What follows belongs to an exercise in optimizing a design on an open flow for small area; a production flow would make more cautious choices. Function was checked by simulation only, so behaviour that the tests miss may differ from the original. No activity file was given, so power comes from the tool's default toggle rates.

**flow/config.mk**
```make
export PLATFORM = sky130hd
export DESIGN_NAME = bpu_2bit
export DESIGN_NICKNAME = bpu_2bit
export VERILOG_FILES = /design/flow/design.v
export SDC_FILE = /design/flow/constraint.sdc
export NUM_CORES = 4
export LEC_CHECK = 0
export CAP_MARGIN = 20
export CORE_MARGIN = 2
export CORE_UTILIZATION = 40
export SETUP_SLACK_MARGIN = 0.4
export SLEW_MARGIN = 20
```
**flow/constraint.sdc**
```tcl
create_clock -name core_clock -period 11.0 [get_ports {i_clk}]
set_input_delay 2.2000 -clock core_clock [delete_from_list [all_inputs] [get_ports {i_clk}]]
set_output_delay 2.2000 -clock core_clock [all_outputs]
set_load 0.01 [all_outputs]
```
**flow/design.v**
```verilog
package bpu_pkg;
  function automatic logic [1:0] sat_update(input logic [1:0] ctr, input logic taken);
    case (ctr)
      2'b00:   sat_update = taken ? 2'b01 : 2'b00;
      2'b01:   sat_update = taken ? 2'b10 : 2'b00;
      2'b10:   sat_update = taken ? 2'b11 : 2'b01;
      default: sat_update = taken ? 2'b11 : 2'b10;
    endcase
  endfunction
endpackage
module bpu_btb_table (
  input  logic        i_clk,
  input  logic        i_rst,
  input  logic [3:0]  i_rd_idx,
  input  logic [25:0] i_rd_tag,
  output logic        o_rd_hit,
  output logic        o_rd_ctr1,
  output logic [31:0] o_rd_target,
  input  logic        i_wr_train,    
  input  logic        i_wr_inval,    
  input  logic [3:0]  i_wr_idx,
  input  logic [25:0] i_wr_tag,
  input  logic        i_wr_taken,
  input  logic [31:0] i_wr_target
);
  logic [15:0] valid_q;
  logic [25:0] tag_q    [16];
  logic [31:0] target_q [16];
  logic [1:0]  ctr_q    [16];
  logic        wr_hit;
  logic [1:0]  wr_ctr;
  logic [1:0]  new_ctr;
  assign o_rd_hit    = valid_q[i_rd_idx] && (tag_q[i_rd_idx] == i_rd_tag);
  assign o_rd_ctr1   = ctr_q[i_rd_idx][1];
  assign o_rd_target = target_q[i_rd_idx];
  assign wr_hit  = valid_q[i_wr_idx] && (tag_q[i_wr_idx] == i_wr_tag);
  assign wr_ctr  = ctr_q[i_wr_idx];
  assign new_ctr = wr_hit ? bpu_pkg::sat_update(wr_ctr, i_wr_taken) : 2'b10;
  always_ff @(posedge i_clk) begin
    for (int i = 0; i < 16; i++) begin
      if (i_wr_idx == 4'(i)) begin
        if (i_wr_train && i_wr_taken) begin
          tag_q[i]    <= i_wr_tag;
          target_q[i] <= i_wr_target;
        end
        if (i_wr_train && (wr_hit || i_wr_taken)) begin
          ctr_q[i] <= new_ctr;
        end
      end
    end
    if (i_rst) begin
      valid_q <= '0;
    end else if (i_wr_train && i_wr_taken) begin
      valid_q[i_wr_idx] <= 1'b1;
    end else if (i_wr_inval) begin
      valid_q[i_wr_idx] <= 1'b0;
    end
  end
endmodule
module bpu_2bit
#(
  parameter int unsigned IDX_BITS = 4
) (
  input  logic        i_clk,
  input  logic        i_rst,
  input  logic        i_stall,
  input  logic [31:0] i_if_pc,
  output logic        o_if_pred_taken,
  output logic [31:0] o_if_pred_target,
  output logic [31:0] o_next_pc,
  input  logic        i_ex_valid,
  input  logic        i_ex_is_branch,
  input  logic [31:0] i_ex_pc,
  input  logic        i_ex_pred_taken,
  input  logic [31:0] i_ex_pred_target,
  input  logic        i_ex_taken,
  input  logic [31:0] i_ex_target,
  output logic        o_flush,
  output logic [31:0] o_branch_cnt,
  output logic [31:0] o_mispred_cnt
);
  logic        rd_hit;
  logic        rd_ctr1;
  logic [31:0] rd_target;
  logic        br;
  logic        mis;
  logic [31:0] correct_pc;
  logic        pend_vld_q;
  logic [31:0] pend_pc_q;
  logic [31:0] branch_cnt_q;
  logic [31:0] mispred_cnt_q;
  bpu_btb_table u_table (
    .i_clk       (i_clk),
    .i_rst       (i_rst),
    .i_rd_idx    (i_if_pc[5:2]),
    .i_rd_tag    (i_if_pc[31:6]),
    .o_rd_hit    (rd_hit),
    .o_rd_ctr1   (rd_ctr1),
    .o_rd_target (rd_target),
    .i_wr_train  (br),
    .i_wr_inval  (i_ex_valid && !i_ex_is_branch && i_ex_pred_taken),
    .i_wr_idx    (i_ex_pc[5:2]),
    .i_wr_tag    (i_ex_pc[31:6]),
    .i_wr_taken  (i_ex_taken),
    .i_wr_target (i_ex_target)
  );
  assign br = i_ex_valid && i_ex_is_branch;
  assign mis = i_ex_valid &&
               ((i_ex_is_branch && (i_ex_pred_taken != i_ex_taken)) ||
                (i_ex_is_branch && i_ex_taken && i_ex_pred_taken &&
                 (i_ex_pred_target != i_ex_target)) ||
                (!i_ex_is_branch && i_ex_pred_taken));
  assign correct_pc = (i_ex_is_branch && i_ex_taken) ? i_ex_target : 32'(i_ex_pc + 32'd4);
  always_comb begin
    o_if_pred_taken  = rd_hit && rd_ctr1;
    o_if_pred_target = rd_hit ? rd_target : 32'd0;
    o_flush          = !i_stall && (mis || pend_vld_q);
    if (mis && !i_stall) begin
      o_next_pc = correct_pc;
    end else if (pend_vld_q && !i_stall) begin
      o_next_pc = pend_pc_q;
    end else if (o_if_pred_taken) begin
      o_next_pc = rd_target;
    end else begin
      o_next_pc = 32'(i_if_pc + 32'd4);
    end
    o_branch_cnt  = branch_cnt_q;
    o_mispred_cnt = mispred_cnt_q;
  end
  always_ff @(posedge i_clk) begin
    if (mis && i_stall) begin
      pend_pc_q <= correct_pc;
    end
    if (i_rst) begin
      pend_vld_q    <= 1'b0;
      branch_cnt_q  <= '0;
      mispred_cnt_q <= '0;
    end else begin
      pend_vld_q    <= i_stall && (mis || pend_vld_q);
      branch_cnt_q  <= 32'(branch_cnt_q + 32'(br));
      mispred_cnt_q <= 32'(mispred_cnt_q + 32'(mis));
    end
  end
endmodule
```
**flow/run.sh**
```bash
#!/bin/bash
# synth_recipe.tcl (not shown) runs the flow's synth.tcl, then flattens the netlist and writes it again
# the make line also repeats each setting of config.mk as NAME=value (left out here)
make -C /OpenROAD-flow-scripts/flow DESIGN_CONFIG=/design/flow/config.mk WORK_HOME=/design/flow/orfs CLKGATE_MAP_FILE= SYNTH_SCRIPT=/design/flow/synth_recipe.tcl finish
```
==> results of run 1 <==
worst min path at each step:
stage                     slack [ns]  startpoint   end  cells past startpoint
final                           0.48        flop  flop                      2
after global routing            0.50        flop  flop                      2
after CTS                       0.48        flop  flop                      2
after detailed placement        0.47        flop  flop                      2
after global placement          0.45        flop  flop                      2
after floorplan                 0.44        flop  flop                      2
tightest hold or removal path: cells and delay by family, from the launching register on:
family,cells,cell delay [ns]
flops,1,0.32
compound gates,1,0.05
simple gates,1,0.06
metal layers:
layer  up-vias  track usage  share of wire
met4         8       0.1466          0.054
li1      15050            -              -
met3       557      0.08106           0.13
met5         -            0        0.00026
met1     18770       0.4397           0.38
met2      3032       0.4815           0.44
state kept, by name (all words and copies together) (netlist names), named ones only:
| register | flops |
|---|---|
| pend_vld_q | 1 |
| u_table.tag_q | 416 |
| pend_pc_q | 32 |
| mispred_cnt_q | 32 |
| branch_cnt_q | 32 |
| u_table.ctr_q | 32 |
| u_table.target_q | 512 |
cell families after synthesis:
group | Yosys count | share of synthesized area
mux | 99 | 0.02620
compound gates | 944 | 0.1472
fa+ha+maj | 13 | 0.003396
flops | 1073 | 0.6558
simple gates | 1039 | 0.1080
xor+xnor | 169 | 0.03090
buf+inv | 313 | 0.02855
cell usage in the layout, fill, tap and decap left out, types with 12 or more instances in the layout:
| cell type | instances |
|---|---|
| a211oi_1 | 23 |
| a21oi_1 | 120 |
| a221o_1 | 13 |
| a221oi_1 | 96 |
| a222oi_1 | 74 |
| a22o_1 | 79 |
| a22oi_1 | 195 |
| a31oi_1 | 28 |
| a41oi_1 | 23 |
| and2_1 | 37 |
| and3_1 | 70 |
| buf_4 | 152 |
| clkbuf_1 | 19 |
| clkbuf_16 | 114 |
| clkdlybuf4s50_1 | 259 |
| clkinv_1 | 19 |
| clkinv_2 | 30 |
| dfxtp_1 | 81 |
| edfxtp_1 | 992 |
| inv_1 | 34 |
| mux2i_1 | 71 |
| mux4_2 | 20 |
| nand2_1 | 267 |
| nand2b_1 | 21 |
| nand3_1 | 142 |
| nand3b_1 | 21 |
| nand4_1 | 65 |
| nor2_1 | 212 |
| nor2_4 | 22 |
| nor2b_1 | 12 |
| nor3_1 | 55 |
| nor4_1 | 27 |
| o211ai_1 | 34 |
| o21ai_0 | 122 |
| o22ai_1 | 27 |
| o2bb2ai_1 | 19 |
| or3_1 | 26 |
| xnor2_1 | 90 |
| xor2_1 | 79 |
where the power goes:
group / internal, uW / total (uW) / switching (uW)
sequential: 4490 / 4500 / 13.2
combinational: 277 / 904 / 627
clock: 2180 / 3890 / 1710
total: 6940 / 9300 / 2350
stage by stage:
stage	cell area (sq um)	setup slack (ns)	total power [uW]	cells	util
CTS	56590	0.5787	9276	5604	0.4780
global placement	52810	0.6091	5454	5391	0.4460
finish	56600	0.2594	9297	5607	0.4781
floorplan	47900	3.366	4990	3650	-
global route	56600	0.4097	9481	5606	0.4780
detailed placement	52840	0.6266	5453	5393	0.4463
area by class of cell:
type	count	area (sq um)
fill	10340	61800
multi-input combinational	2264	15420
clock buffer	137	2979
tap	1600	2002
clock inverter	74	777.0
sequential	1073	31410
timing repair buffer	419	3870
antenna	3	7.507
inverter	37	138.9
==> run summary, run 1 <==
* Status: timing/DRC/antenna clean
* Ports at 265
* Worst relative slew slack at 0.1682
* Clock root buffer: clkbuf_16
* GRT Util Overall at 0.3213
* Total vias in the final route at 37.42k
* Number of antenna violations at the first check in global routing at 9
* Vias per Instance at 6.673
* Mapped Cells at 3,650
* Worst Setup EP: o_next_pc[30]
* Skew final at a little over 0.05 ns
* Endpoints failing setup at 0
* Setup_tns at 0 ns
* Synth top cells by count: 992 x edfxtp_1, 268 x nand2_1, 234 x nor2_1
* Sink Count at 1,073
* DR WL/cell at 35.96 um
* Post-route DRC at 0
* Clock buffer depth at 3
* Reg2reg end: u_table.ctr_q[12][0]
* Die Ht at 350.0 um
* Prevailing post-synth register cell: edfxtp_1
* Seq cells post-synth at 1,073
* Final min period at roughly 11 ns
* Area fraction of the dominant cell type after synthesis at 0.6219
* Critical Path Max Stage Delay at approximately 0.86 ns
* Slew @ Worst Pin at 1.238 ns
* Row count at 126
* Net count reported at finish at 4,055
* Worst path top cell family by delay: simple AND/OR/NAND/NOR gates
* Crit-path cells: clkdlybuf4s50_1 > inv_1 > ha_4 > or3_1 > nor2_4 > buf_4 > a2111oi_0 > a21oi_1 > xnor2_1 > and3_1 > nand4_1 > or4_1 > a31oi_1 > clkdlybuf4s50_1
* Yosys top cell by area: edfxtp_1
* Die area at 122,500 sq um
* Setup Crit Path Kind: in -> out
* R2R Setup Slk at 6.33 ns
* Clk latency of the worst-skew pair at 0.76 ns
* Crit path launch type: primary input
* Clock transition at path regs at 0.06 ns
* Max cap viols at 0
* Ys async rst share at 0
* Layout area overhead at 18.17%
* CP most frequent cell: clkdlybuf4s50_1
* CP startpoint: i_if_pc[2]
* CTS tree: built
* Post-synthesis sequential area ratio at 0.6558
* Drt pass-1 iters at 10
* Area contributors post-synth: edfxtp_1 62%, dfxtp_1 3.4%, a22oi_1 3.1%
* CP endpoint kind: primary output
* First-pass GRT wire length at approximately 280 mm
* Vias in the first global route at ~35k
* R2R depth at 9
* Slew Limit Fails at 0
* HP Class: reg -> reg
* Pleak at 0.01795 uW
* Syn_area_per_cell at 13.12 sq um
* HPWL after detailed placement at 129.4 mm
* Largest net degree at the start of global routing at just over 80
* Number of synthesized flops with an enable pin at 992
* Die Span X at 350.0 um
* Tcrit/Tclk final at 0.9764
* Final ANT Viol Nets at 0
* Ys Warns at 5
* Worst VDD drop at 0.1354 mV
* Post-CTS Repair Setup Buffers at 0
* Worst path depth at 14
* Final Hold Vio Count at 0
* Share of layout cells above drive strength 1 at 0.1081
* Initial DRC Count at 6,920
* Grt total ovfl at 0
* Power density cells at 164.3 nW/um^2
* CTS Buf Count at 112
* Synth Net Count at between 3k and 4k
* Port buffer count at about 260
* Final hold slack at 0.4751 ns
* Initial Util at 0.4046
* Cells resized by post-CTS repair at 0
* RSZ-0062 raised after global routing: no
* # H-tree levels at 3
* RR Startpoint: u_table.tag_q[7][4]
* Placer Congestion at between 1 and 1.5
* Peak fanout along the critical path at 35
* Post-synthesis cell area at around 48,000 sq um
* Worst path bufs/invs at 4
* Top-count cell post-synth: edfxtp_1
* Final wirelength at 201.6 mm
* Yosys cell types at 89
* CP required at 8.80 ns
* CP max-delay cell: a31oi_1
* Hold Buf Count CTS at 0
* CORE AREA at 118,400 sq um
* WP data arrival at ~8.5 ns
* Max Clk Rate at 0.09310 GHz
==> run 2, diff against run 1 <==
--- a/flow/design.v
+++ b/flow/design.v
@@ -30,11 +30,35 @@
   logic        wr_hit;
   logic [1:0]  wr_ctr;
   logic [1:0]  new_ctr;
-  assign o_rd_hit    = valid_q[i_rd_idx] && (tag_q[i_rd_idx] == i_rd_tag);
-  assign o_rd_ctr1   = ctr_q[i_rd_idx][1];
-  assign o_rd_target = target_q[i_rd_idx];
-  assign wr_hit  = valid_q[i_wr_idx] && (tag_q[i_wr_idx] == i_wr_tag);
-  assign wr_ctr  = ctr_q[i_wr_idx];
+  logic [15:0] rd_sel, wr_sel;
+  logic        rd_valid, wr_valid;
+  logic [25:0] rd_tag, wr_tag;
+  logic [31:0] rd_target;
+  logic        rd_ctr1;
+  always_comb begin
+    rd_valid  = 1'b0;
+    rd_tag    = '0;
+    rd_target = '0;
+    rd_ctr1   = 1'b0;
+    wr_valid  = 1'b0;
+    wr_tag    = '0;
+    wr_ctr    = '0;
+    for (int i = 0; i < 16; i++) begin
+      rd_sel[i] = (i_rd_idx == 4'(i));
+      wr_sel[i] = (i_wr_idx == 4'(i));
+      rd_valid  = rd_valid  | (rd_sel[i] & valid_q[i]);
+      rd_tag    = rd_tag    | ({26{rd_sel[i]}} & tag_q[i]);
+      rd_target = rd_target | ({32{rd_sel[i]}} & target_q[i]);
+      rd_ctr1   = rd_ctr1   | (rd_sel[i] & ctr_q[i][1]);
+      wr_valid  = wr_valid  | (wr_sel[i] & valid_q[i]);
+      wr_tag    = wr_tag    | ({26{wr_sel[i]}} & tag_q[i]);
+      wr_ctr    = wr_ctr    | ({2{wr_sel[i]}} & ctr_q[i]);
+    end
+  end
+  assign o_rd_hit    = rd_valid && (rd_tag == i_rd_tag);
+  assign o_rd_ctr1   = rd_ctr1;
+  assign o_rd_target = rd_target;
+  assign wr_hit  = wr_valid && (wr_tag == i_wr_tag);
   assign new_ctr = wr_hit ? bpu_pkg::sat_update(wr_ctr, i_wr_taken) : 2'b10;
   always_ff @(posedge i_clk) begin
     for (int i = 0; i < 16; i++) begin
@@ -48,12 +72,16 @@
         end
       end
     end
-    if (i_rst) begin
-      valid_q <= '0;
-    end else if (i_wr_train && i_wr_taken) begin
-      valid_q[i_wr_idx] <= 1'b1;
-    end else if (i_wr_inval) begin
-      valid_q[i_wr_idx] <= 1'b0;
+    for (int i = 0; i < 16; i++) begin
+      if (i_rst) begin
+        valid_q[i] <= 1'b0;
+      end else if (i_wr_idx == 4'(i)) begin
+        if (i_wr_train && i_wr_taken) begin
+          valid_q[i] <= 1'b1;
+        end else if (i_wr_inval) begin
+          valid_q[i] <= 1'b0;
+        end
+      end
     end
   end
 endmodule
==> flow/flow/run.sh (new file) <==
#!/bin/bash
# Own flow: the standard layout (standard.sh) with two changes:
#  - synthesis through flow/my_synth.tcl (synth_recipe.tcl with an
#    area-oriented ABC script; registers are mapped as in the standard run),
#  - the extra ORFS settings below, given on make's command line.
set -euo pipefail
export MY_WORK_DIR=$PWD
export MY_FLOW_DIR=$PWD/flow
EXTRA="'BUFFER_PORTS_ARGS=-buffer_cell sky130_fd_sc_hd__buf_1' 'CTS_ARGS=-sink_clustering_enable -repair_clock_nets -dont_use_dummy_load -buf_list sky130_fd_sc_hd__clkbuf_8' "
sed -e "s#SYNTH_SCRIPT=[^ ]*#SYNTH_SCRIPT=$MY_FLOW_DIR/my_synth.tcl#" \
    -e "s#CLKGATE_MAP_FILE= #CLKGATE_MAP_FILE= $EXTRA#" standard.sh > my_standard.sh
grep -q "my_synth.tcl" my_standard.sh
bash my_standard.sh > flow_make.log 2>&1
==> flow/flow/abc_area.script (new file) <==
&get -n
&st
&dch
&nf -R 1000 -p -C 32 -F 8
&st
&dch
&nf -R 1000 -p -C 32 -F 8
&st
&dch
&nf -R 1000 -p -C 32 -F 8
&put
==> flow/flow/my_synth.tcl (new file) <==
# The standard synthesis (synth_recipe.tcl) with one change: ABC maps the
# combinational logic with an area-oriented script (delay-relaxed &nf) in
# place of ORFS's speed script. Registers are mapped before ABC and are
# untouched by this change.
set ::my_abc_script $::env(MY_FLOW_DIR)/abc_area.script
set ::my_synth_recipe $::env(MY_WORK_DIR)/synth_recipe.tcl
proc abc {args} {
  set i [lsearch -exact $args -script]
  if { $i >= 0 } { lset args [expr { $i + 1 }] $::my_abc_script }
  puts "abc with script $::my_abc_script"
  yosys abc {*}$args
}
source $::my_synth_recipe
==> flow/standard.sh (new file) <==
#!/bin/bash
# synth_recipe.tcl (not shown) runs the flow's synth.tcl, then flattens the netlist and writes it again
# the make line also repeats each setting of config.mk as NAME=value (left out here)
make -C /OpenROAD-flow-scripts/flow DESIGN_CONFIG=/design/flow/config.mk WORK_HOME=/design/flow/orfs CLKGATE_MAP_FILE= SYNTH_SCRIPT=/design/flow/synth_recipe.tcl "${@:-finish}"
--- a/flow/config.mk
+++ b/flow/config.mk
@@ -7,6 +7,6 @@
 export LEC_CHECK = 0
 export CAP_MARGIN = 20
 export CORE_MARGIN = 2
-export CORE_UTILIZATION = 40
-export SETUP_SLACK_MARGIN = 0.4
+export CORE_UTILIZATION = 55
+export SETUP_SLACK_MARGIN = 0.1
 export SLEW_MARGIN = 20
removed: flow/run.sh
==> run 2 against run 1 <==
Effect of this change: worst setup slack improved by 0.41 ns; final area is 14% lower; first-iteration DRC count grew 18%; die area is 34% lower; final cell count fell by 21%; critical endpoint is now o_next_pc[31]; non-clock buffer count fell by 55; still clean; critical path depth is 4 higher.
==> run summary, run 2 <==
* Port buffer count at 264
* Drt pass-1 iters at 22
* Post-route DRC at 0
* Worst hold path startpoint: branch_cnt_q[30]
* Status: timing/DRC/antenna clean
* Grt total ovfl at 0
* Die Ht at 283.5 um
* Most frequent cells in the layout: 992 x edfxtp_1, 266 x a22oi_1, 262 x buf_1
* Leading cell type in the layout, fill and taps excluded: edfxtp_1
* Layout area overhead at 12.93%
* Largest net degree at the start of global routing at 82
* Worst relative slew slack at 0.2064
* Share of layout cells above drive strength 1 at 0.09217
* Clk latency of the worst-skew pair at 0.82 ns
* Yosys cell types at 52
* Placer Congestion at 0.9485
* # H-tree levels at 4
* Vias in the first global route at 32.04k
* Yosys top cell by area: edfxtp_1
* Ys async rst share at 0
* First-pass GRT wire length at 234.7 mm
* Area contributors post-synth: edfxtp_1 69%, a22oi_1 4.6%, a222oi_1 4.4%
* Slew @ Worst Pin at 1.185 ns
* GRT Util Overall at 0.4123
* CP startpoint: i_if_pc[5]
* Initial Util at 0.5555
* Net count reported at finish at 3,534
* Slew Limit Fails at 0
* Die area at between 80,000 and 90,000 sq um
* Pwr Total at ~7900 uW
* Endpoints failing setup at 0
* HPWL after detailed placement at approximately 95 mm
* Final core occ at 0.6273
* Cells resized by post-CTS repair at 0
* CP required at 8.80 ns
* Non-filler cells, final at 4,428
* Number of antenna violations at the first check in global routing at 7
* Mapped Cells at 2,849
* Final ANT Viol Nets at 0
* Largest regs: u_table.target_q: 512 flops, u_table.tag_q: 416 flops
* HP Class: reg -> reg
* Crit path launch type: primary input
* Peak fanout along the critical path at 46
* CP endpoint kind: primary output
* Clock buffer depth at 3
* Area fraction of the dominant cell type after synthesis at 0.6934
* Setup Crit Path Kind: in -> out
* Ports at 265
* Initial DRC Count at 8,169
* Worst slack at placement at 1.034 ns
* Prevailing post-synth register cell: edfxtp_1
* Post-CTS Repair Setup Buffers at 0
* Largest Register: u_table.target_q
* Worst VDD drop at about 0.11 mV
* Sink Count at 1,073
* RR Startpoint: u_table.tag_q[1][23]
* Post-layout worst setup margin at 0.6729 ns
* Final min period at slightly above 10 ns
* Seq cells post-synth at 1,073
* Skew final at roughly 0.053 ns
* Row count at 102
* Max Clk Rate at 0.09683 GHz
* Top-count cell post-synth: edfxtp_1
* Final wirelength at 168.9 mm
* Power density cells at 162.1 nW/um^2
* WP data arrival at 8.13 ns
* Ys Warns at 5
* Die Span X at about 280 um
* CTS Buf Count at 172
* Vias per Instance at 7.563
* Number of synthesized flops with an enable pin at 992
* Post-synthesis cell area at 42,960 sq um
* Post-synthesis sequential area ratio at 0.7311
* Syn_area_per_cell at around 15 sq um
* Clock transition at path regs at approximately 0.060 ns
* Pleak at 0.01516 uW
* Placed insts at roughly 4.3k
* Max FFs per register at slightly above 500
* DR WL/cell at between 30 and 40 um
* Synth Net Count at ~3k
* Setup_tns at 0 ns
* Tcrit/Tclk final at 0.9388
* RSZ-0062 raised after global routing: no
* CTS tree: built
* Hold Buf Count CTS at 0
* Final Hold Vio Count at 0
* Max cap viols at 0
* Synth top cells by count: 992 x edfxtp_1, 266 x a22oi_1, 194 x nand2_1
* Clock root buffer: clkbuf_8
* Total vias in the final route at 33.49k
* CORE AREA at between 70,000 and 80,000 sq um
==> run 2: worst paths after layout <==
kind,to,slack [ns],cells after the start
min reg2reg,branch_cnt_q[30],0.50,1
max reg2reg,u_table.ctr_q[0][0],6.85,10
min,branch_cnt_q[30],0.50,1
max,o_next_pc[31],0.67,18
==> run 2: worst max-delay path, stage by stage <==
cell      delay (ns)
buf_1           0.30
nor2b_1         0.35
and2_4          0.91
a22o_1          0.24
a221oi_1        0.06
nand4_1         0.16
xor2_1          0.51
nor4_1          0.19
nand4_1         0.19
buf_4           0.51
nand2b_1        0.18
buf_4           0.34
clkinv_1        0.64
buf_16          0.40
nor3_1          0.25
o32ai_1         0.12
nor2_1          0.28
buf_1           0.20
==> run 2: cell type report <==
type | count | area [sq um]
diodes | 3 | 7.507
clock buffers | 172 | 2367
fillers | 5905 | 28820
inverters | 47 | 196.4
multi-input cells | 1729 | 11440
flip-flops and latches | 1073 | 31410
well taps | 1040 | 1301
repair buffers | 364 | 1792
==> run 2: cell families (layout without fill, tap and decap cells) <==
logic type / after synthesis / after routing / synth area share
AOI/OAI and AO/OA: 905 / 905 / 0.1625
xor gates and xnor gates: 67 / 67 / 0.01366
adders and majority gates: 12 / 12 / 0.003495
buffers and inverters: 47 / 583 / 0.004106
DFF: 1073 / 1073 / 0.7311
other: 0 / 3 / 0
and+or+nand+nor: 745 / 745 / 0.08513
==> run 2: routing by layer <==
layer / share of wire / wire length [um] / GRT usage / up-vias
met3: 0.16 / 27380 / 0.1348 / 724
met5: 0 / 0 / 0 / -
met1: 0.35 / 59260 / 0.5612 / 16210
met2: 0.43 / 73100 / 0.6096 / 3360
met4: 0.054 / 9129 / 0.1831 / 0
li1: - / - / - / 13200
==> run 2: through the flow <==
step                cell area, sq um  hold slack, ns
floorplan                      42960          0.4594
global placement               46060          0.4724
detailed placement             46090          0.4832
CTS                            48460          0.4987
global route                   48520          0.5249
finish                         48520          0.4957
==> run 2: report_power, final <==
group | internal [uW] | leakage (uW) | switching (uW)
clock network | 1370 | 0.00124 | 1420
logic | 147 | 0.00430 | 423
registers | 4490 | 0.00963 | 13.9
total | 6010 | 0.0152 | 1860
==> run 3, diff against run 2 <==
--- a/flow/flow/run.sh
+++ b/flow/flow/run.sh
@@ -6,7 +6,7 @@
 set -euo pipefail
 export MY_WORK_DIR=$PWD
 export MY_FLOW_DIR=$PWD/flow
-EXTRA="'BUFFER_PORTS_ARGS=-buffer_cell sky130_fd_sc_hd__buf_1' 'CTS_ARGS=-sink_clustering_enable -repair_clock_nets -dont_use_dummy_load -buf_list sky130_fd_sc_hd__clkbuf_8' "
+EXTRA="'BUFFER_PORTS_ARGS=-buffer_cell sky130_fd_sc_hd__buf_1' 'CTS_ARGS=-sink_clustering_enable -repair_clock_nets -dont_use_dummy_load -buf_list sky130_fd_sc_hd__clkbuf_8 -sink_clustering_size 11 -sink_clustering_max_diameter 70' "
 sed -e "s#SYNTH_SCRIPT=[^ ]*#SYNTH_SCRIPT=$MY_FLOW_DIR/my_synth.tcl#" \
     -e "s#CLKGATE_MAP_FILE= #CLKGATE_MAP_FILE= $EXTRA#" standard.sh > my_standard.sh
 grep -q "my_synth.tcl" my_standard.sh
==> flow/config.mk (replaced) <==
export PLATFORM = sky130hd
export DESIGN_NAME = bpu_2bit
export DESIGN_NICKNAME = bpu_2bit
export VERILOG_FILES = /design/flow/design.v
export SDC_FILE = /design/flow/constraint.sdc
export NUM_CORES = 4
export LEC_CHECK = 0
export CAP_MARGIN = 10
export CORE_MARGIN = 2
export CORE_UTILIZATION = 60
export SETUP_SLACK_MARGIN = 0.1
export SLEW_MARGIN = 10
==> run 3 against run 2 <==
Effect of this change: critical path depth is 2 higher; clock skew is 0.0089 ns higher; first-iteration DRC count rose by 3.8%; final cell count down 3.4%; sequential share of layout area rose by 1.4 points; global-route usage grew 2.6 points; utilization up 3.9 points; critical endpoint is now o_next_pc[28]; still clean.
==> run summary, run 3 <==
* Area contributors post-synth: edfxtp_1 69%, a22oi_1 4.6%, a222oi_1 4.4%
* Die Ht at ~270 um
* Crit path launch type: primary input
* Peak fanout along the critical path at 41
* Largest Register: u_table.target_q
* Max FFs per register at 512
* First-pass GRT wire length at 228.3 mm
* GRT Util Overall at 0.4382
* Largest net degree at the start of global routing at 82
* Leading cell type in the layout, fill and taps excluded: edfxtp_1
* Post-synthesis sequential area ratio at 0.7311
* Final hold slack at slightly below 0.5 ns
* Post-route DRC at 0
* Grt total ovfl at 0
* Clock transition at path regs at 0.08 ns
* Yosys cell types at 52
* Initial Util at 0.6030
* RSZ-0062 raised after global routing: no
* Slew @ Worst Pin at 1.293 ns
* Vias per Instance at 7.825
* Top-count cell post-synth: edfxtp_1
* Pleak at 0.01467 uW
* Total vias in the final route at 33.47k
* Skew final at 0.06233 ns
* Post-CTS Repair Setup Buffers at 0
* Ys Warns at 5
* Max cap viols at 0
* DR WL/cell at 38.45 um
* Number of antenna violations at the first check in global routing at 14
* Most frequent cells in the layout: 992 x edfxtp_1, 266 x a22oi_1, 263 x buf_1
* Synth Net Count at 2,996
* Die area at 73,760 sq um
* Layout area overhead at 10.47%
* Slew Limit Fails at 0
* Die Span X at 271.6 um
* CP endpoint kind: primary output
* Synth top cells by count: 992 x edfxtp_1, 266 x a22oi_1, 194 x nand2_1
* Max Clk Rate at 0.1030 GHz
* Setup_tns at 0 ns
* Yosys top cell by area: edfxtp_1
* Status: timing/DRC/antenna clean
* Largest regs: u_table.target_q: 512 flops, u_table.tag_q: 416 flops
* CP required at 8.80 ns
* HPWL after detailed placement at 93.13 mm
* Hold Crit Depth at 1
* HP Class: reg -> reg
* Tcrit/Tclk final at 0.8823
* Worst VDD drop at 0.1217 mV
* CTS Buf Count at approximately 110
* Final ANT Viol Nets at 0
* Endpoints failing setup at 0
* Syn_area_per_cell at ~15 sq um
* Drt pass-1 iters at 9
* Mapped Cells at 2,849
* Sink Count at 1,073
* Fillers at just over 5k
* Post-synthesis cell area at approximately 43,000 sq um
* Vias in the first global route at 31.92k
* Share of layout cells above drive strength 1 at 0.07294
* R2R depth at 8
* Port buffer count at 264
* Prevailing post-synth register cell: edfxtp_1
* Final wirelength at 164.5 mm
* Clock root buffer: clkbuf_8
* Cells resized by post-CTS repair at 0
* Initial DRC Count at 8,479
* Net count reported at finish at roughly 3.5k
* Final min period at slightly below 10 ns
* Setup Crit Path Kind: in -> out
* Final Hold Vio Count at 0
* Clock buffer depth at 3
* Worst relative slew slack at 0.1304
* Power density cells at 151.8 nW/um^2
* Row count at between 90 and 100
* CTS tree: built
* Number of synthesized flops with an enable pin at 992
* Ys async rst share at 0
* Ports at 265
* Seq cells post-synth at between 1k and 1.5k
* Area fraction of the dominant cell type after synthesis at 0.6934
* # H-tree levels at 3
* WP data arrival at roughly 7.5 ns
* Clk latency of the worst-skew pair at 0.76 ns
* Hold Buf Count CTS at 0
* Placer Congestion at 0.9773
* CORE AREA at 71,240 sq um
-- run 3: where the power goes --
part | switching [uW] | internal (uW) | leakage, uW | total (uW)
combinational | 417 | 145 | 0.00428 | 562
sequential | 13.8 | 4480 | 0.00963 | 4500
clock | 1290 | 860 | 0.000769 | 2150
total | 1720 | 5490 | 0.0147 | 7210
-- run 3: critical path: stages --
cell and delay (ns):
buf_1 0.29, nor2b_1 0.33, and2_4 0.77, buf_4 0.51
a22o_1 0.20, a221oi_1 0.05, nand4_1 0.18, xor2_1 0.11
nor4_1 0.32, nand4_1 0.14, nor4_1 0.29, nand4_1 0.28
nand2b_1 0.27, clkinv_1 0.37, buf_4 0.33, a21oi_1 0.06
o21ai_0 0.12, a22oi_1 0.09, a21oi_1 0.31, buf_1 0.21
-- run 3: metal layers --
layer,routed length [um],track usage,vias to the layer above
met1,54460,0.5911,15960
met2,69950,0.6411,3611
met3,29460,0.1487,834
met5,64,0,-
met4,10530,0.2179,10
li1,-,-,13050
-- run 3: path summary, 6_finish.rpt --
check | start | to | slack, ns
setup / recovery | i_if_pc[5] | o_next_pc[28] | 1.30
hold / removal | branch_cnt_q[30] | branch_cnt_q[30] | 0.50
hold reg to reg | branch_cnt_q[30] | branch_cnt_q[30] | 0.50
setup reg to reg | u_table.tag_q[6][18] | u_table.ctr_q[1][0] | 6.88
-- run 3: final cells by class --
type | instances | area, sq um | share of cell area
Tap cell | 950 | 1189 | 0.02505
Antenna cell | 9 | 22.52 | 0.0004746
Clock buffer | 107 | 1473 | 0.03103
Sequential cell | 1073 | 31410 | 0.6619
Multi-Input combinational cell | 1729 | 11440 | 0.2410
Timing Repair Buffer | 362 | 1728 | 0.03641
Inverter | 47 | 196.4 | 0.004139
-- run 3: kinds of logic (layout without fill, tap and decap cells) --
kind of cell,Yosys count,count (layout),synth area share
buffers and inverters,47,516,0.004106
other,0,9,0
AND/OR/NAND/NOR,745,745,0.08513
adder cells (fa/ha/maj),12,12,0.003495
AO/OA/AOI/OAI,905,905,0.1625
XOR/XNOR,67,67,0.01366
flip-flops,1073,1073,0.7311
-- run 3: metrics by stage --
step / setup WS (ns) / power, uW / utilization / std cells / instance area [sq um]
floorplan: 1.110 / 4814 / - / 2849 / 42960
global placement: 1.756 / 5105 / 0.6452 / 4161 / 45960
detailed placement: 1.612 / 5113 / 0.6452 / 4161 / 45960
CTS: 1.586 / 7160 / 0.6658 / 4268 / 47440
global route: 1.261 / 7343 / 0.6660 / 4272 / 47450
finish: 1.295 / 7206 / 0.6662 / 4277 / 47460
==> run 4, diff against run 3 <==
==> flow/flow/abc_area.script (replaced) <==
&get -n
&st
&dch
&nf -R 1000 -p -C 32 -F 8
&st
&dch
&nf -R 1000 -p -C 32 -F 8
&st
&dch
&nf -R 1000 -p -C 32 -F 8
&st
&dch
&nf -R 1000 -p -C 32 -F 8
&st
&dch
&nf -R 1000 -p -C 32 -F 8
&put
--- a/flow/config.mk
+++ b/flow/config.mk
@@ -5,8 +5,8 @@
 export SDC_FILE = /design/flow/constraint.sdc
 export NUM_CORES = 4
 export LEC_CHECK = 0
-export CAP_MARGIN = 10
+export CAP_MARGIN = 5
 export CORE_MARGIN = 2
 export CORE_UTILIZATION = 60
 export SETUP_SLACK_MARGIN = 0.1
-export SLEW_MARGIN = 10
+export SLEW_MARGIN = 5
==> run 4 against run 3 <==
Effect of this change: clock skew increased by 0.012 ns; utilization increased by 0.74 points; sequential share of layout area increased by 0.059 points; count of clock-buffer cells in the layout unchanged; sequential power about the same; synthesized area decreased by 0.32%; first-iteration DRC count increased by 3.7%; final cell count decreased by 0.68%; worst hold slack improved by 0.025 ns; highest routed layer unchanged.
==> run summary, run 4 <==
* Status: timing/DRC/antenna clean
* GRT Util Overall at 0.4372
* Die Span X at 271.2 um
* Final min period at 10.08 ns
* Most frequent cells in the layout: 992 x edfxtp_1, 276 x a22oi_1, 263 x buf_1
* RSZ-0062 raised after global routing: no
* Prevailing post-synth register cell: edfxtp_1
* Final core occ at 0.6736
* Fillers at 4,955
* DR WL/cell at 38.57 um
* Syn_area_per_cell at roughly 15 sq um
* Final ANT Viol Nets at 0
* Clock buffer depth at 3
* Initial DRC Count at 8,796
* Largest regs: u_table.target_q: 512 flops, u_table.tag_q: 416 flops
* Vias in the first global route at approximately 32k
* Ports at ~270
* Largest Register: u_table.target_q
* Slew Limit Fails at 0
* First-pass GRT wire length at 227.8 mm
* Placement Cell Area at 45,920 sq um
* CORE AREA at 70,390 sq um
* Final Cell Area at 47,420 sq um
* Synth top cells by count: 992 x edfxtp_1, 276 x a22oi_1, 200 x a222oi_1
* Clock root buffer: clkbuf_8
* Sink Count at between 1k and 1.5k
* Drt pass-1 iters at 17
* CTS Buf Count at approximately 110
* Synth Net Count at roughly 3.0k
* Final Hold Vio Count at 0
* Port buffer count at 264
* Placer Congestion at 1.020
* Slew @ Worst Pin at 1.315 ns
* Grt total ovfl at 0
* Power density cells at 151.8 nW/um^2
* HPWL after detailed placement at 93.75 mm
* CP required at 8.80 ns
* Clock transition at path regs at 0.08 ns
* CP endpoint kind: primary output
* Layout area overhead at 10.72%
* Setup Crit Path Kind: in -> out
* Net count reported at finish at 3,448
* Clk latency of the worst-skew pair at 0.75 ns
* Pleak at 0.01470 uW
* Post-synthesis sequential area ratio at 0.7335
* Tcrit/Tclk final at 0.9167
* Yosys top cell by area: edfxtp_1
* HP Class: reg -> reg
* Ys Warns at 5
* Share of layout cells above drive strength 1 at 0.07730
* Max cap viols at 0
* WP data arrival at 7.88 ns
* Skew final at approximately 0.075 ns
* CTS tree: built
* Area contributors post-synth: edfxtp_1 70%, a22oi_1 4.8%, a222oi_1 4.7%
* Initial Util at 0.6084
* Vias per Instance at around 7.9
* Ys async rst share at 0
* Worst relative slew slack at 0.1216
* Max FFs per register at 512
* Cells resized by post-CTS repair at 0
* Endpoints failing setup at 0
* Number of synthesized flops with an enable pin at 992
* R2R depth at 9
* Mapped Cells at 2,816
* Row count at 97
* Post-route DRC at 0
* Leading cell type in the layout, fill and taps excluded: edfxtp_1
* Post-CTS Repair Setup Buffers at 0
* Crit path launch type: primary input
* Area fraction of the dominant cell type after synthesis at 0.6956
* Largest net degree at the start of global routing at 82
* Hold Buf Count CTS at 0
* Critical Path Max Stage Delay at just over 1 ns
* Setup_tns at 0 ns
* CP max-delay cell: nor2_4
* Crit-path cells: buf_1 > ha_1 > nand2_1 > nor2_4 > buf_4 > a22oi_1 > nand4_1 > nor2_1 > o22ai_1 > a211oi_1 > nand3_1 > nor4_1 > nand4_1 > nand2b_1 > clkinv_1 > o31a_1 > o21ai_0 > o21ai_0 > o21ai_0 > buf_1
* Worst VDD drop at roughly 0.13 mV
* Top-count cell post-synth: edfxtp_1
* Hold Crit Depth at 2
* # H-tree levels at 3
* Final wirelength at 163.9 mm
* Yosys cell types at 48
* Total vias in the final route at around 34k
* Number of antenna violations at the first check in global routing at 10
* Seq cells post-synth at 1,073
* CP most frequent cell: o21ai_0
* Die Ht at 271.2 um
* Peak fanout along the critical path at 26
* Die area at 73,530 sq um
* Max Clk Rate at 0.09917 GHz
* Post-synthesis cell area at roughly 43,000 sq um
==> run 4: final timing paths <==
kind,startpoint,to,slack (ns)
max,i_if_pc[2],o_next_pc[12],0.92
max reg2reg,u_table.tag_q[10][5],u_table.ctr_q[2][0],6.88
min reg2reg,u_table.valid_q[13],u_table.valid_q[13],0.52
min,u_table.valid_q[13],u_table.valid_q[13],0.52
==> run 4: stage by stage <==
stage	total power, uW	instances	worst slack, ns	hold slack (ns)
floorplan	4808	2816	0.8523	0.4593
global placement	5095	4132	1.345	0.4677
detailed placement	5103	4132	1.276	0.4988
CTS	7154	4239	1.262	0.5113
global route	7325	4244	0.8023	0.5338
finish	7198	4248	0.9168	0.5208
==> run 4: routing by layer <==
layer	GRT usage	wire [um]	up-vias
li1	-	-	13010
met1	0.5883	55210	16120
met3	0.1661	29440	756
met5	0	8	-
met4	0.2189	10190	2
met2	0.6277	69010	3626
==> run 4: logic make-up after synthesis <==
group | share of synthesized area
fa+ha+maj | 0.003740
compound gates | 0.1655
simple gates | 0.08248
flops | 0.7335
xor+xnor | 0.01063
buf+inv | 0.004207
==> run 4: power breakdown <==
group	internal [uW]	total, uW	switching (uW)
Clock	860	2150	1290
Combinational	145	555	411
Sequential	4480	4500	13.3
Total	5490	7200	1710
==> run 4: critical path, delay by kind of cell <==
kind,cells,cell delay [ns]
buffers and inverters,4,1.64
AOI/OAI and AO/OA,7,1.24
and+or+nand+nor,8,2.49
adders and majority gates,1,0.28
==> run 4: cell type report <==
cell class | instances | area (sq um) | share of cell area
Sequential cell | 1073 | 31410 | 0.6624
Timing Repair Buffer | 376 | 1833 | 0.03866
Antenna cell | 9 | 22.52 | 0.0004750
Clock buffer | 107 | 1473 | 0.03106
Multi-Input combinational cell | 1695 | 11300 | 0.2383
Inverter | 48 | 200.2 | 0.004222
Tap cell | 940 | 1176 | 0.02480
==> run 5, diff against run 4 <==
--- a/flow/flow/run.sh
+++ b/flow/flow/run.sh
@@ -6,7 +6,7 @@
 set -euo pipefail
 export MY_WORK_DIR=$PWD
 export MY_FLOW_DIR=$PWD/flow
-EXTRA="'BUFFER_PORTS_ARGS=-buffer_cell sky130_fd_sc_hd__buf_1' 'CTS_ARGS=-sink_clustering_enable -repair_clock_nets -dont_use_dummy_load -buf_list sky130_fd_sc_hd__clkbuf_8 -sink_clustering_size 11 -sink_clustering_max_diameter 70' "
+EXTRA="'BUFFER_PORTS_ARGS=-buffer_cell sky130_fd_sc_hd__buf_1' 'CTS_ARGS=-sink_clustering_enable -repair_clock_nets -dont_use_dummy_load -buf_list sky130_fd_sc_hd__clkbuf_8 -sink_clustering_size 13 -sink_clustering_max_diameter 75' "
 sed -e "s#SYNTH_SCRIPT=[^ ]*#SYNTH_SCRIPT=$MY_FLOW_DIR/my_synth.tcl#" \
     -e "s#CLKGATE_MAP_FILE= #CLKGATE_MAP_FILE= $EXTRA#" standard.sh > my_standard.sh
 grep -q "my_synth.tcl" my_standard.sh
--- a/flow/config.mk
+++ b/flow/config.mk
@@ -7,6 +7,6 @@
 export LEC_CHECK = 0
 export CAP_MARGIN = 5
 export CORE_MARGIN = 2
-export CORE_UTILIZATION = 60
+export CORE_UTILIZATION = 66
 export SETUP_SLACK_MARGIN = 0.1
 export SLEW_MARGIN = 5
==> run 5 against run 4 <==
Effect of this change: clock power is 7% lower; combinational power hardly changed; clock skew is 0.012 ns lower; final cell count is 2.8% lower; first-iteration DRC count is 6.0% higher; total power is 2.3% lower; synthesized area stayed put; sequential power hardly changed; non-clock buffer count is 13 lower; largest power group unchanged.
==> run summary, run 5 <==
* Main combinational cell family by area after synthesis: compound AO/OA/AOI/OAI gates
* Row count at 93
* Tcrit/Tclk final at 0.9679
* Final wirelength at 161.3 mm
* Skew final at ~0.062 ns
* Area fraction of the dominant cell type after synthesis at 0.6956
* Mapped Cells at 2,816
* Slew Limit Fails at 0
* Largest net degree at the start of global routing at 82
* Net count reported at finish at 3,420
* # H-tree levels at 3
* Pleak at between 0.01 and 0.015 uW
* Clk latency of the worst-skew pair at between 0.7 and 0.8 ns
* Number of antenna violations at the first check in global routing at 10
* Top-count cell post-synth: edfxtp_1
* RSZ-0062 raised after global routing: no
* Largest Register: u_table.target_q
* Mux contribution to synthesized area at 0
* Vias per Instance at slightly above 8
* Seq cells post-synth at between 1k and 1.5k
* Most frequent cells in the layout: 992 x edfxtp_1, 276 x a22oi_1, 263 x buf_1
* Share of layout cells above drive strength 1 at 0.06909
* WP data arrival at 8.45 ns
* Post-CTS Repair Setup Buffers at 0
* Post-synthesis cell area at around 43,000 sq um
* Simple-Gate Fraction of Synth Area at 0.08248
* Initial DRC Count at 9,325
* CTS Buf Count at 92
* Yosys cell types at 48
* CP endpoint kind: primary output
* HP Class: reg -> reg
* Grt total ovfl at 0
* Drt pass-1 iters at 14
* Synth Net Count at ~3k
* Die Ht at 258.7 um
* Die Span X at 258.7 um
* DR WL/cell at roughly 39 um
* Post-synthesis sequential area ratio at 0.7335
* Crit path launch type: primary input
* Clock transition at path regs at 0.10 ns
* Worst slack at placement at 1.040 ns
* Final core occ at 0.7303
* HPWL after detailed placement at 91.48 mm
* Post-route DRC at 0
* Setup_tns at 0 ns
* Post-synthesis xor/xnor area fraction at 0.01063
* Max FFs per register at around 510
* Prevailing post-synth register cell: edfxtp_1
* Final Hold Vio Count at 0
* Total vias in the final route at 33.77k
* Peak fanout along the critical path at 48
* Port buffer count at around 260
* Clock root buffer: clkbuf_8
* Max Clk Rate at between 0.09 and 0.1 GHz
* Area contributors post-synth: edfxtp_1 70%, a22oi_1 4.8%, a222oi_1 4.7%
* Vias in the first global route at 32.16k
* Final ANT Viol Nets at 0
* Max cap viols at 0
* Synthesized-area fraction occupied by adder cells at 0.003740
* Sink Count at ~1.1k
* Synth top cells by count: 992 x edfxtp_1, 276 x a22oi_1, 200 x a222oi_1
* GRT Util Overall at 0.4762
* Post-layout worst setup margin at 0.3535 ns
* Syn_area_per_cell at ~15 sq um
* Synth Area in Compound Gates at 0.1655
* Setup Crit Path Kind: in -> out
* Yosys top cell by area: edfxtp_1
* Power density cells at 149.7 nW/um^2
* Ys Warns at 5
* Placer Congestion at 1.027
* Worst relative slew slack at 0.1335
* Ys async rst share at 0
* Die area at between 60,000 and 70,000 sq um
* Hold Buf Count CTS at 0
* CORE AREA at 64,350 sq um
* Initial Util at 0.6655
* Worst VDD drop at 0.1458 mV
* CTS tree: built
* Clock buffer depth at 3
* Leading cell type in the layout, fill and taps excluded: edfxtp_1
* Largest regs: u_table.target_q: 512 flops, u_table.tag_q: 416 flops
* Slew @ Worst Pin at approximately 1.3 ns
* Endpoints failing setup at 0
* First-pass GRT wire length at 224.6 mm
* Status: timing/DRC/antenna clean
* Number of synthesized flops with an enable pin at 992
* Cells resized by post-CTS repair at 0
* Ports at 265
* CP required at roughly 9 ns
* Layout area overhead at 9.735%
* Final min period at 10.65 ns
==> run 5: cell count changes in the layout (fill, tap and decap cells not counted), sizes merged <==
cell    previous run  this run
clkbuf           108        93
diode              9         5
buf              375       362
==> run 5: final cells by class <==
type	count	area, sq um
flip-flops and latches	1073	31410
fillers	4162	17350
multi-input cells	1695	11300
repair buffers	363	1735
clock buffers	92	1266
well taps	855	1070
inverters	48	200.2
diodes	5	12.51
==> run 5: cell families after synthesis <==
group                    count (synthesis)
buffers and inverters                   48
flip-flops                            1073
AND/OR/NAND/NOR                        715
AO/OA/AOI/OAI                          915
XOR/XNOR                                52
adder cells (fa/ha/maj)                 13
==> run 5: per-stage QoR <==
stage | cell area [sq um] | hold WS [ns] | power, uW | std cells
2_1_floorplan | 42820 | 0.4593 | 4808 | 2816
3_3_place_gp | 45720 | 0.4643 | 5086 | 4034
3_5_place_dp | 45720 | 0.4896 | 5097 | 4034
4_1_cts | 46980 | 0.5015 | 6969 | 4126
5_1_grt | 46990 | 0.5342 | 7155 | 4128
6_report | 46990 | 0.5061 | 7035 | 4131
==> run 5: final timing paths <==
path                                      startpoint                    to  slack, ns  depth (start not counted)
worst max-delay path                      i_if_pc[5]          o_next_pc[7]       0.35                         19
worst min-delay path              u_table.valid_q[2]    u_table.valid_q[2]       0.51                          2
worst max register to register  u_table.tag_q[6][20]  u_table.ctr_q[11][0]       6.90                          9
worst min register to register    u_table.valid_q[2]    u_table.valid_q[2]       0.51                          2
==> run 5: critical path, stage by stage <==
cell and delay [ns]:
buf_1 0.37, nor2b_1 0.38, and2_4 1.00, a22oi_1 0.18
nand4_1 0.17, nor2_1 0.11, nand2_1 0.08, o21ai_0 0.08
nor4_1 0.34, nand3_1 0.11, nor4_1 0.89, nand4_1 0.31
buf_4 0.36, nand2b_1 0.46, buf_4 0.37, o21ai_0 0.19
a21oi_1 0.06, o31ai_1 0.48, buf_1 0.21
==> run 5: power by group <==
group          internal, uW  total [uW]  switching (uW)
clock network           746        1990            1240
registers              4480        4490            13.7
logic                   143         553             410
==> run 5: per-layer routing <==
metal	vias to the layer above	share of wire	GRT usage
li1	12970	-	-
met1	15770	0.31	0.6244
met2	4020	0.42	0.6796
met3	1005	0.19	0.1905
met4	8	0.075	0.2747
met5	-	0.00031	0
==> run 6, diff against run 5 <==
--- a/flow/config.mk
+++ b/flow/config.mk
@@ -7,6 +7,6 @@
 export LEC_CHECK = 0
 export CAP_MARGIN = 5
 export CORE_MARGIN = 2
-export CORE_UTILIZATION = 66
+export CORE_UTILIZATION = 70
 export SETUP_SLACK_MARGIN = 0.1
 export SLEW_MARGIN = 5
==> run 6 against run 5 <==
Effect of this change: still clean; combinational power is essentially flat; sequential share of layout area grew 0.19 points; global-route usage grew 2.4 points; clock skew shrank 0.019 ns.
==> run summary, run 6 <==
* CTS tree: built
* Area contributors post-synth: edfxtp_1 70%, a22oi_1 4.8%, a222oi_1 4.7%
* Initial Util at 0.7082
* Max cap viols at 0
* Final min period at 10.19 ns
* Ports at between 200 and 300
* Max Clk Rate at around 0.098 GHz
* Cells resized by post-CTS repair at 0
* Post-route DRC at 0
* Layout area overhead at 9.425%
* RSZ-0062 raised after global routing: no
* HP Class: reg -> reg
* Row count at 90
* CORE AREA at 60,470 sq um
* Mux contribution to synthesized area at 0
* Area fraction of the dominant cell type after synthesis at 0.6956
* Clk latency of the worst-skew pair at 0.74 ns
* Sink Count at 1,073
* Post-synthesis sequential area ratio at 0.7335
* Synth Area in Compound Gates at 0.1655
* Ys Warns at 5
* Worst path bufs/invs at 3
* Vias per Instance at around 8.5
* Grt total ovfl at 0
* Skew final at about 0.043 ns
* CP endpoint kind: primary output
* Yosys cell types at 48
* Post-CTS Repair Setup Buffers at 0
* Simple-Gate Fraction of Synth Area at 0.08248
* Die area at between 60,000 and 70,000 sq um
* Setup Crit Path Kind: in -> out
* Largest net degree at the start of global routing at 82
* Non-filler cells, final at 4,053
* Final wirelength at 159.8 mm
* Number of synthesized flops with an enable pin at roughly 1,000
* Placed insts at 3,956
* Die Ht at 251.3 um
* Final Cell Area at about 47,000 sq um
* Critical Path Max Stage Delay at 1.04 ns
* Power density cells at between 150 and 200 nW/um^2
* Placer Congestion at 1.030
* Tcrit/Tclk final at 0.9262
* Peak fanout along the critical path at 32
* Top-count cell post-synth: edfxtp_1
* DR WL/cell at roughly 39 um
* Synth top cells by count: 992 x edfxtp_1, 276 x a22oi_1, 200 x a222oi_1
* Net count reported at finish at 3,415
* Final ANT Viol Nets at 0
* Leading cell type in the layout, fill and taps excluded: edfxtp_1
* CTS Buf Count at 92
* Mapped Cells at 2,816
* Vias in the first global route at 32.64k
* Status: timing/DRC/antenna clean
* Clock root buffer: clkbuf_8
* Clock transition at path regs at 0.08 ns
* Post-synthesis xor/xnor area fraction at 0.01063
* Number of antenna violations at the first check in global routing at 15
* Final Hold Vio Count at 0
* Drt pass-1 iters at 17
* Placement Cell Area at 45,580 sq um
* # H-tree levels at 3
* Hold Buf Count CTS at 0
* Synth Net Count at 2,963
* Clock buffer depth at 3
* Post-synthesis cell area at approximately 43,000 sq um
* Largest regs: u_table.target_q: 512 flops, u_table.tag_q: 416 flops
* Slew @ Worst Pin at 1.361 ns
* HPWL after detailed placement at 90.54 mm
* Metal2 WL at 65.90 mm
* Pwr Total at 7031 uW
* Pleak at ~0.014 uW
* Crit path launch type: primary input
* Total vias in the final route at 34.30k
* First-pass GRT wire length at approximately 220 mm
* Seq cells post-synth at 1,073
* Slew Limit Fails at 0
* Syn_area_per_cell at 15.21 sq um
* Initial DRC Count at 9,533
* Port buffer count at ~260
* Worst VDD drop at between 0.15 and 0.2 mV
* Endpoints failing setup at 0
* Prevailing post-synth register cell: edfxtp_1
* Wire length on met3 at 33.07 mm
* Worst path top cell family by delay: simple AND/OR/NAND/NOR gates
* Synthesized-area fraction occupied by adder cells at 0.003740
* WP data arrival at ~8.0 ns
* CP max-delay cell: nor2_4
* Highest metal used: met5
* CP required at 8.80 ns
* Crit-path cells: buf_1 > ha_1 > nand2_1 > nor2_4 > a222oi_1 > nand4_1 > nor2_1 > xnor2_1 > nor4_1 > nand3_1 > nor4_1 > nand4_1 > buf_4 > nor2_1 > a21oi_1 > o21ai_0 > o21ai_0 > a21oi_1 > buf_1
* Most frequent cells in the layout: 992 x edfxtp_1, 276 x a22oi_1, 263 x buf_1
* WL met1 at 47.88 mm
* Die Span X at about 250 um
* Share of layout cells above drive strength 1 at 0.06767
* Largest Register: u_table.target_q
* Max FFs per register at 512
* Ys async rst share at 0
* Setup_tns at 0 ns
* GRT Util Overall at 0.5006
* Yosys top cell by area: edfxtp_1
* Main combinational cell family by area after synthesis: compound AO/OA/AOI/OAI gates
* Worst relative slew slack at 0.09032
## run 6: cell counts after synthesis
Identical to the previous run, type by type.
## run 6: report_power, final
| part | switching, uW | total (uW) | leakage [uW] | internal, uW |
|---|---|---|---|---|
| sequential | 14.3 | 4500 | 0.00963 | 4480 |
| clock | 1240 | 1990 | 0.000662 | 745 |
| combinational | 408 | 550 | 0.00421 | 142 |
## run 6: cell type report
class                           instances  area (sq um)
Clock buffer                           92          1266
Inverter                               48         200.2
Sequential cell                      1073         31410
Timing Repair Buffer                  358          1698
Tap cell                              782         978.4
Fill cell                            3499         13610
Multi-Input combinational cell       1695         11300
Antenna cell                            5         12.51
## run 6: path summary, 6_finish.rpt
check / cells past startpoint / start / endpoint / slack (ns)
max: 19 / i_if_pc[2] / o_next_pc[24] / 0.81
min: 1 / branch_cnt_q[30] / branch_cnt_q[30] / 0.52
max reg2reg: 9 / u_table.tag_q[11][7] / u_table.ctr_q[7][0] / 7.10
min reg2reg: 1 / branch_cnt_q[30] / branch_cnt_q[30] / 0.52
## run 6: metrics by stage
| stage | utilization | hold WS, ns | setup WS, ns |
|---|---|---|---|
| floorplan | - | 0.4593 | 0.8523 |
| global placement | 0.7538 | 0.4639 | 1.384 |
| detailed placement | 0.7538 | 0.4941 | 1.357 |
| CTS | 0.7747 | 0.5102 | 1.349 |
| global route | 0.7749 | 0.5350 | 0.9369 |
| finish | 0.7749 | 0.5210 | 0.8115 |
## run 6: worst register-to-register path: stages (launching register included)
cell	delay, ns
edfxtp_1	0.41
a222oi_1	0.40
nand4_1	0.15
nor2_1	0.28
o21ai_0	0.27
nor4_1	0.67
nand4_1	0.17
nor4_1	0.20
nand4_1	0.28
nor2_1	0.74
## run 6: per-layer routing
layer | up-vias | global-route usage
li1 | 12960 | -
met4 | 20 | 0.3056
met5 | - | 0.008494
met1 | 15810 | 0.6407
met2 | 4410 | 0.7038
met3 | 1106 | 0.2264
## run 6: logic make-up (layout without fill, tap and decap cells)
group | Yosys count | after routing
DFF | 1073 | 1073
AOI/OAI and AO/OA | 915 | 915
xor gates and xnor gates | 52 | 52
and+or+nand+nor | 715 | 715
other | 0 | 5
adders and majority gates | 13 | 13
buffers and inverters | 48 | 498
==> run 7, diff against run 6 <==
--- a/flow/flow/run.sh
+++ b/flow/flow/run.sh
@@ -6,7 +6,7 @@
 set -euo pipefail
 export MY_WORK_DIR=$PWD
 export MY_FLOW_DIR=$PWD/flow
-EXTRA="'BUFFER_PORTS_ARGS=-buffer_cell sky130_fd_sc_hd__buf_1' 'CTS_ARGS=-sink_clustering_enable -repair_clock_nets -dont_use_dummy_load -buf_list sky130_fd_sc_hd__clkbuf_8 -sink_clustering_size 13 -sink_clustering_max_diameter 75' "
+EXTRA="'BUFFER_PORTS_ARGS=-buffer_cell sky130_fd_sc_hd__buf_1' 'CTS_ARGS=-sink_clustering_enable -repair_clock_nets -dont_use_dummy_load -buf_list sky130_fd_sc_hd__clkbuf_8 -sink_clustering_size 15 -sink_clustering_max_diameter 80' "
 sed -e "s#SYNTH_SCRIPT=[^ ]*#SYNTH_SCRIPT=$MY_FLOW_DIR/my_synth.tcl#" \
     -e "s#CLKGATE_MAP_FILE= #CLKGATE_MAP_FILE= $EXTRA#" standard.sh > my_standard.sh
 grep -q "my_synth.tcl" my_standard.sh
--- a/flow/config.mk
+++ b/flow/config.mk
@@ -7,6 +7,6 @@
 export LEC_CHECK = 0
 export CAP_MARGIN = 5
 export CORE_MARGIN = 2
-export CORE_UTILIZATION = 70
+export CORE_UTILIZATION = 66
 export SETUP_SLACK_MARGIN = 0.1
 export SLEW_MARGIN = 5
==> run 7 against run 6 <==
Effect of this change: global-route usage shrank 2.5 points; critical path depth unchanged; clock power down 5%; utilization down 4.7 points; highest routed layer unchanged; critical endpoint is now o_next_pc[7].
==> run summary, run 7 <==
* Yosys top cell by area: edfxtp_1
* CTS Buf Count at between 80 and 90
* Final Cell Area at 46,840 sq um
* CORE AREA at 64,350 sq um
* Skew final at 0.06583 ns
* Die area at 66,940 sq um
* HPWL after detailed placement at 91.48 mm
* Sink Count at 1,073
* Max Clk Rate at 0.09404 GHz
* Clock root buffer: clkbuf_8
* Net count reported at finish at 3,409
* Yosys cell types at 48
* CP startpoint: i_if_pc[5]
* Pleak at 0.01444 uW
* First-pass GRT wire length at 224.7 mm
* Die Span X at 258.7 um
* Ys Warns at 5
* Top-count cell post-synth: edfxtp_1
* DR WL/cell at ~39 um
* Initial DRC Count at 9,576
* Clk latency of the worst-skew pair at 0.75 ns
* Number of synthesized flops with an enable pin at around 990
* Placement Cell Area at approximately 46,000 sq um
* Final hold slack at 0.5108 ns
* Largest regs: u_table.target_q: 512 flops, u_table.tag_q: 416 flops
* Final Hold Vio Count at 0
* Post-route DRC at 0
* Max FFs per register at 512
* Die Ht at 258.7 um
* Drt pass-1 iters at 13
* Slew @ Worst Pin at 1.341 ns
* Tcrit/Tclk final at 0.9667
* Max cap viols at 0
* Share of layout cells above drive strength 1 at 0.06595
* Ports at about 270
* Clock buffer depth at 3
* Worst slack at placement at between 1 and 1.5 ns
* WP data arrival at approximately 8.4 ns
* Clock transition at path regs at 0.09 ns
* Non-filler cells, final at 4,121
* Worst relative slew slack at 0.1061
* Syn_area_per_cell at between 15 and 20 sq um
* Mapped Cells at 2,816
* Number of antenna violations at the first check in global routing at 12
* Status: timing/DRC/antenna clean
* Post-CTS Repair Setup Buffers at 0
* Post-layout worst setup margin at ~0.37 ns
* Final ANT Viol Nets at 0
* Prevailing post-synth register cell: edfxtp_1
* Placer Congestion at roughly 1
* Total vias in the final route at between 30k and 40k
* Peak fanout along the critical path at 48
* Layout area overhead at 9.387%
* Synth Net Count at 2,963
* Post-synthesis sequential area ratio at 0.7335
* Synth top cells by count: 992 x edfxtp_1, 276 x a22oi_1, 200 x a222oi_1
* Largest net degree at the start of global routing at 82
* Setup_tns at 0 ns
* Placed insts at 4,034
* Row count at 93
* Power density cells at about 150 nW/um^2
* Leading cell type in the layout, fill and taps excluded: edfxtp_1
* Initial Util at 0.6655
* Largest Register: u_table.target_q
* Port buffer count at 264
* Crit path launch type: primary input
* HP Class: reg -> reg
* Endpoints failing setup at 0
* Slew Limit Fails at 0
* CTS tree: built
* Most frequent cells in the layout: 992 x edfxtp_1, 276 x a22oi_1, 263 x buf_1
* Vias per Instance at 8.175
* # H-tree levels at 3
* RR Startpoint: u_table.tag_q[11][20]
* Ys async rst share at 0
* CP required at 8.80 ns
* Worst VDD drop at 0.1408 mV
* Post-synthesis cell area at 42,820 sq um
* Final min period at 10.63 ns
* Area fraction of the dominant cell type after synthesis at 0.6956
* Seq cells post-synth at 1,073
* Hold Buf Count CTS at 0
* CP endpoint kind: primary output
* Vias in the first global route at 32.25k
* Worst hold path startpoint: u_table.valid_q[4]
* Area contributors post-synth: edfxtp_1 70%, a22oi_1 4.8%, a222oi_1 4.7%
* Final wirelength at ~160 mm
* Cells resized by post-CTS repair at 0
* Grt total ovfl at 0
* GRT Util Overall at 0.4760
* RSZ-0062 raised after global routing: no
* Setup Crit Path Kind: in -> out
==> run 7: power by group <==
part | internal [uW] | total (uW) | switching, uW | leakage [uW]
Combinational | 143 | 550 | 407 | 0.00423
Sequential | 4480 | 4490 | 13.7 | 0.00963
Clock | 661 | 1890 | 1230 | 0.000582
==> run 7: final timing paths <==
check / to / slack [ns] / cells after the start
min reg2reg: u_table.valid_q[4] / 0.51 / 2
min: u_table.valid_q[4] / 0.51 / 2
max: o_next_pc[7] / 0.37 / 19
max reg2reg: u_table.ctr_q[14][0] / 6.86 / 9
==> run 7: through the flow <==
step / total power, uW / util
floorplan: 4808 / -
global placement: 5086 / 0.7104
detailed placement: 5097 / 0.7104
CTS: 6868 / 0.7278
global route: 7046 / 0.7279
finish: 6938 / 0.7280
==> run 7: cell type report <==
cell class | count | area (sq um)
Sequential cell | 1073 | 31410
Fill cell | 4195 | 17500
Multi-Input combinational cell | 1695 | 11300
Timing Repair Buffer | 363 | 1735
Clock buffer | 81 | 1115
Tap cell | 855 | 1070
Inverter | 48 | 200.2
Antenna cell | 6 | 15.01
==> run 7: kinds of logic (layout without fill, tap and decap cells) <==
group / count (synthesis) / in the layout / share of synthesized area
flops: 1073 / 1073 / 0.7335
other cells: 0 / 6 / 0
buf+inv: 48 / 492 / 0.004207
compound gates: 915 / 915 / 0.1655
simple gates: 715 / 715 / 0.08248
fa+ha+maj: 13 / 13 / 0.003740
xor+xnor: 52 / 52 / 0.01063
==> run 7: worst max-delay path, cell delays in order <==
cell and delay, ns:
buf_1 0.37, nor2b_1 0.35, and2_4 0.97, a22oi_1 0.19
nand4_1 0.16, nor2_1 0.11, nand2_1 0.08, o21ai_0 0.08
nor4_1 0.39, nand3_1 0.11, nor4_1 0.88, nand4_1 0.32
buf_4 0.36, nand2b_1 0.46, buf_4 0.37, o21ai_0 0.19
a21oi_1 0.06, o31ai_1 0.50, buf_1 0.21
==> run 7: routing by layer <==
layer / track usage / wire, um / up-vias
met1: 0.6268 / 50090 / 15850
met2: 0.6798 / 67160 / 3932
met4: 0.2754 / 12180 / 10
met3: 0.1860 / 30840 / 954
li1: - / - / 12940
met5: 0 / 146 / -

[re-timing with driven ports]
In the flow no input, the clock included, has a driving cell. The finished layouts below were timed again as built, in two steps. Step 1: set_driving_cell puts a clkbuf_16 on i_clk and a buf_2 on each other input, an assumption about the parent block. Step 2 also shifts input and output timing later by t, the mid clock arrival at the registers, as if the neighbouring blocks saw the same clock. Three values: ideal, step 1, step 2; two values: the first two.
| run | shift t [ns] | setup WS [ns] | latest minus earliest clock arrival (ns) |
|---|---|---|---|
| run 1 | 0.822 | 0.259 / 0.234 / 0.234 | 0.074 / 0.075 |
| run 2 | 0.889 | 0.673 / 0.536 / 0.536 | 0.103 / 0.102 |
| run 3 | 0.792 | 1.295 / 1.225 / 1.225 | 0.064 / 0.064 |
| run 4 | 0.796 | 0.917 / 0.816 / 0.816 | 0.093 / 0.092 |
| run 5 | 0.786 | 0.354 / 0.324 / 0.324 | 0.069 / 0.069 |
| run 6 | 0.803 | 0.812 / 0.790 / 0.790 | 0.084 / 0.084 |
| run 7 | 0.789 | 0.367 / 0.336 / 0.336 | 0.079 / 0.079 |
After both steps setup and hold are still met in every run listed. The setup slack of run 2, which loses most, moves by -0.137 ns with the drivers and by -0.137 ns with both steps.
